Context: an optimization exercise on an open-source flow, tuned for small area, a short achievable clock period and few clock cycles per item. The choices shown serve that exercise and are no tape-out recipe.
At most, simulation tests tie the RTL to the original design; equivalence was not proved.
Power and IR drop assume default switching activity.

== oak ==
==> flow/design.v (excerpt) <==
module positional_pid_antiwindup
#(
  parameter int DATA_WIDTH     = DATA_WIDTH_DEF,
  parameter int GAIN_FRAC_BITS = GAIN_FRAC_BITS_DEF
) (
  input  logic                  clk,
  input  logic                  rst_n,
  input  logic                  cfg_we,
  input  logic [REG_IDX_W-1:0]  cfg_idx,
  input  logic [GAIN_W-1:0]     cfg_wdata,
  input  logic                  in_valid,
  output logic                  in_ready,
  input  logic [DATA_WIDTH-1:0] error_in,
  input  logic [DATA_WIDTH-1:0] target_in,
  input  logic [DATA_WIDTH-1:0] out_limit,
  output logic                  out_valid,
  input  logic                  out_ready,
  output logic [OUT_W-1:0]      control_out
);
Size: about 10000 cells after synthesis, roughly 580 flip-flops, roughly 110 I/O pins, about 62000 µm² of cells after synthesis.
==> flow/config.mk <==
export PLATFORM = sky130hd
export DESIGN_NAME = positional_pid_antiwindup
export DESIGN_NICKNAME = positional_pid_antiwindup
export VERILOG_FILES = /design/flow/design.v
export SDC_FILE = /design/flow/constraint.sdc
export NUM_CORES = 4
export LEC_CHECK = 0
export ABC_AREA = 1
export ABC_CLOCK_PERIOD_IN_PS = 3500
export CAP_MARGIN = 20
export CORE_MARGIN = 2
export CORE_UTILIZATION = 55
export CTS_BUF_LIST = sky130_fd_sc_hd__clkbuf_4 sky130_fd_sc_hd__clkbuf_8
export SLEW_MARGIN = 20
==> flow/constraint.sdc <==
create_clock -name core_clock -period 12.0 [get_ports {clk}]
set_input_delay 2.4000 -clock core_clock [delete_from_list [all_inputs] [get_ports {clk}]]
set_output_delay 2.4000 -clock core_clock [all_outputs]
set_load 0.01 [all_outputs]
standard.sh (not shown) runs the stock make flow with config.mk's settings and CLKGATE_MAP_FILE= SYNTH_SCRIPT=/design/flow/synth_recipe.tcl, a recipe that flattens the netlist after the stock synthesis.
==> flow/flow/run.sh <==
#!/bin/bash
# The standard layout, with the full-adder mapping step turned off so ABC
# maps the adder trees itself (the platform's fa/ha cells are slow), and
# timing repair aimed at a setup slack margin, so that repair works on the
# paths that set the achieved period.
set -euo pipefail
bash standard.sh ADDER_MAP_FILE= SETUP_SLACK_MARGIN=8.0 finish > standard_flow.log 2>&1
oak reached the final stage; the timing, design-rule and antenna checks on its layout passed.
Testbench counts of oak, summed over its fixed seeds: cycles 8,032, items 8,000.
Inputs modified between oak and cedar:
diff --git a/flow/flow/run.sh b/flow/flow/run.sh
--- a/flow/flow/run.sh
+++ b/flow/flow/run.sh
@@ -7 +7 @@
-bash standard.sh ADDER_MAP_FILE= SETUP_SLACK_MARGIN=8.0 finish > standard_flow.log 2>&1
+bash standard.sh ADDER_MAP_FILE= SETUP_SLACK_MARGIN=7.9 finish > standard_flow.log 2>&1
diff --git a/flow/config.mk b/flow/config.mk
--- a/flow/config.mk
+++ b/flow/config.mk
@@ -12 +12 @@
-export CORE_UTILIZATION = 55
+export CORE_UTILIZATION = 65
[summary]
Cmp cedar vs oak: clock power lower in cedar. Cmp cedar vs oak: footprint of the multi-input gates lower in cedar. When the final numbers for cedar and oak were put side by side, the horizontal die dimension turned out to be greater in oak. Summary — non-clock buffer count, cedar relative to oak: lower, by 7.9%. | worst setup slack | cedar vs oak | 0.090 ns lower |.

* * *

Another version of the RTL of positional_pid_antiwindup (not shown whole).
Size in the first run: ~10000 cells after synthesis, about 580 flip-flops, about 110 I/O pins, roughly 62000 um2 of cells after synthesis.
Settings: LEC_CHECK=0, ABC_AREA=1, ABC_CLOCK_PERIOD_IN_PS=3500, CAP_MARGIN=20, CORE_MARGIN=2, CORE_UTILIZATION=40, SLEW_MARGIN=20; clock period 12.0 ns.
==> flow/flow/run.sh <==
#!/bin/bash
# The standard layout, with the full-adder mapping step turned off so ABC
# maps the adder trees itself (the platform's fa/ha cells are slow), and
# timing repair aimed at a setup slack margin, so that repair works on the
# paths that set the achieved period.
set -euo pipefail
bash standard.sh ADDER_MAP_FILE= SETUP_SLACK_MARGIN=7.9 finish > standard_flow.log 2>&1
Next try:
--- a/flow/flow/run.sh
+++ b/flow/flow/run.sh
@@ -6,2 +6,2 @@
 set -euo pipefail
-bash standard.sh ADDER_MAP_FILE= SETUP_SLACK_MARGIN=7.9 finish > standard_flow.log 2>&1
+bash standard.sh ADDER_MAP_FILE= SETUP_SLACK_MARGIN=8.2 finish > standard_flow.log 2>&1
Outcome:
- The changed run finished with timing, DRC and antenna clean
- synthesized area stays the same
- final area goes up by 6.2%
- power is higher by 7.2%
No run of this note included a check of the RTL's function; only the layout flow was run.

* * *

== job 4372 ==
RTL: one of the versions met above, not the one the previous note started from.
Size: about 10000 cells after synthesis, ~580 flip-flops, ~110 I/O pins, roughly 62000 µm² of cells after synthesis.
Settings: LEC_CHECK=0, ABC_AREA=1, ABC_CLOCK_PERIOD_IN_PS=3500, CAP_MARGIN=20, CORE_MARGIN=2, CORE_UTILIZATION=55, CTS_BUF_LIST=sky130_fd_sc_hd__clkbuf_4 sky130_fd_sc_hd__clkbuf_8, SLEW_MARGIN=20; clock period 12.0 ns.
==> flow/flow/run.sh <==
#!/bin/bash
# The standard layout, with the full-adder mapping step turned off so ABC
# maps the adder trees itself (the platform's fa/ha cells are slow), and
# timing repair aimed at a setup slack margin, so that repair works on the
# paths that set the achieved period (after global routing only).
set -euo pipefail
bash standard.sh ADDER_MAP_FILE= SETUP_SLACK_MARGIN=7.9 SKIP_CTS_REPAIR_TIMING=1 finish > standard_flow.log 2>&1
Testbench counts of job 4372, summed over its fixed seeds: cycles 8,032, items 8,000.
What job 7728 does differently from job 4372 at the input level:
==> flow/flow/run.sh <==
#!/bin/bash
# The standard layout, with the full-adder mapping step turned off so ABC
# maps the adder trees itself (the platform's fa/ha cells are slow), and
# timing repair aimed at a setup slack margin, so that repair works on the
# paths that set the achieved period.
set -euo pipefail
bash standard.sh ADDER_MAP_FILE= SETUP_SLACK_MARGIN=8.1 finish > standard_flow.log 2>&1
Findings:
Vias after detailed routing went up slightly going from job 4372 to job 7728. Looking at final critical delay including setup and external delays across both flows, job 7728 is the stronger of the two, with job 4372 trailing. Going from job 4372 to job 7728, clock skew went down by 0.050 ns; total chip power rose by 7.0%; internal cell power grew by about 8%; non-clock buffer count shows an increase of about 16%. The slowest cell on the critical path comes out sky130_fd_sc_hd__or2_4 in one run and sky130_fd_sc_hd__clkdlybuf4s50_1 in the other, namely in job 7728 and job 4372 respectively. Comparing job 4372 with job 7728, the worst hold slack came out essentially unchanged. Comparing job 4372 against job 7728, there is no change at all in total I/O pin count.
Input-level comparison between job 8047 and job 7728:
--- a/flow/flow/run.sh
+++ b/flow/flow/run.sh
@@ -5,3 +5,3 @@
 # paths that set the achieved period.
 set -euo pipefail
-bash standard.sh ADDER_MAP_FILE= SETUP_SLACK_MARGIN=8.1 finish > standard_flow.log 2>&1
+bash standard.sh ADDER_MAP_FILE= SETUP_SLACK_MARGIN=7.9 finish > standard_flow.log 2>&1
==> comparison <==
Diff job 8047..job 7728 | chip height | negligible. Against job 7728, routed wire length in job 8047 came out better. Job 8047 finished every stage and its layout cleared the timing, design-rule and antenna checks. The clock insertion delay at the later pin of the skew report was comparable across job 8047 and job 7728. | fraction of final layout cells with drive strength greater than 1 | job 8047 vs job 7728 | 3.5 points lower |. When the final numbers for job 8047 and job 7728 were put side by side, the total power turned out to be greater in job 7728.

[port drivers added, routing unchanged]
Ports are ideal in the flow. The routed layouts listed here were re-timed in OpenROAD. Step 1 (the two cells are an assumption about what drives the block):
set clk [get_ports {clk}]
set_driving_cell -lib_cell sky130_fd_sc_hd__clkbuf_16 $clk
set_driving_cell -lib_cell sky130_fd_sc_hd__buf_2 [delete_from_list [all_inputs] $clk]
Step 2 adds t to the input delays and takes it off the output delays; t is the mean of the earliest and latest rising clock arrival at the registers after step 1. Input paths then give back, and output paths get back, about the clock's delay inside the block. Three values: no drivers, after step 1, after step 2; two values: the first two.
run	shift t [ns]	setup WS [ns]	worst setup path after step 2
oak	0.877	8.015 / 7.998 / 7.187	input to register
cedar	0.848	7.925 / 7.882 / 7.125	input to register
the first run of note 2	0.768	7.839 / 7.855 / 7.135	input to register
the second run of note 2	0.773	7.968 / 7.991 / 7.218	input to register
job 4372	0.828	7.925 / 7.896 / 7.145	input to register
job 7728	0.864	8.022 / 8.031 / 7.167	input to register
job 8047	0.836	7.962 / 7.894 / 7.242	input to register
After both steps every run listed still meets setup and hold. For job 7728, which loses most, drivers alone change the setup slack by +0.009 ns; drivers and shift together by -0.855 ns.
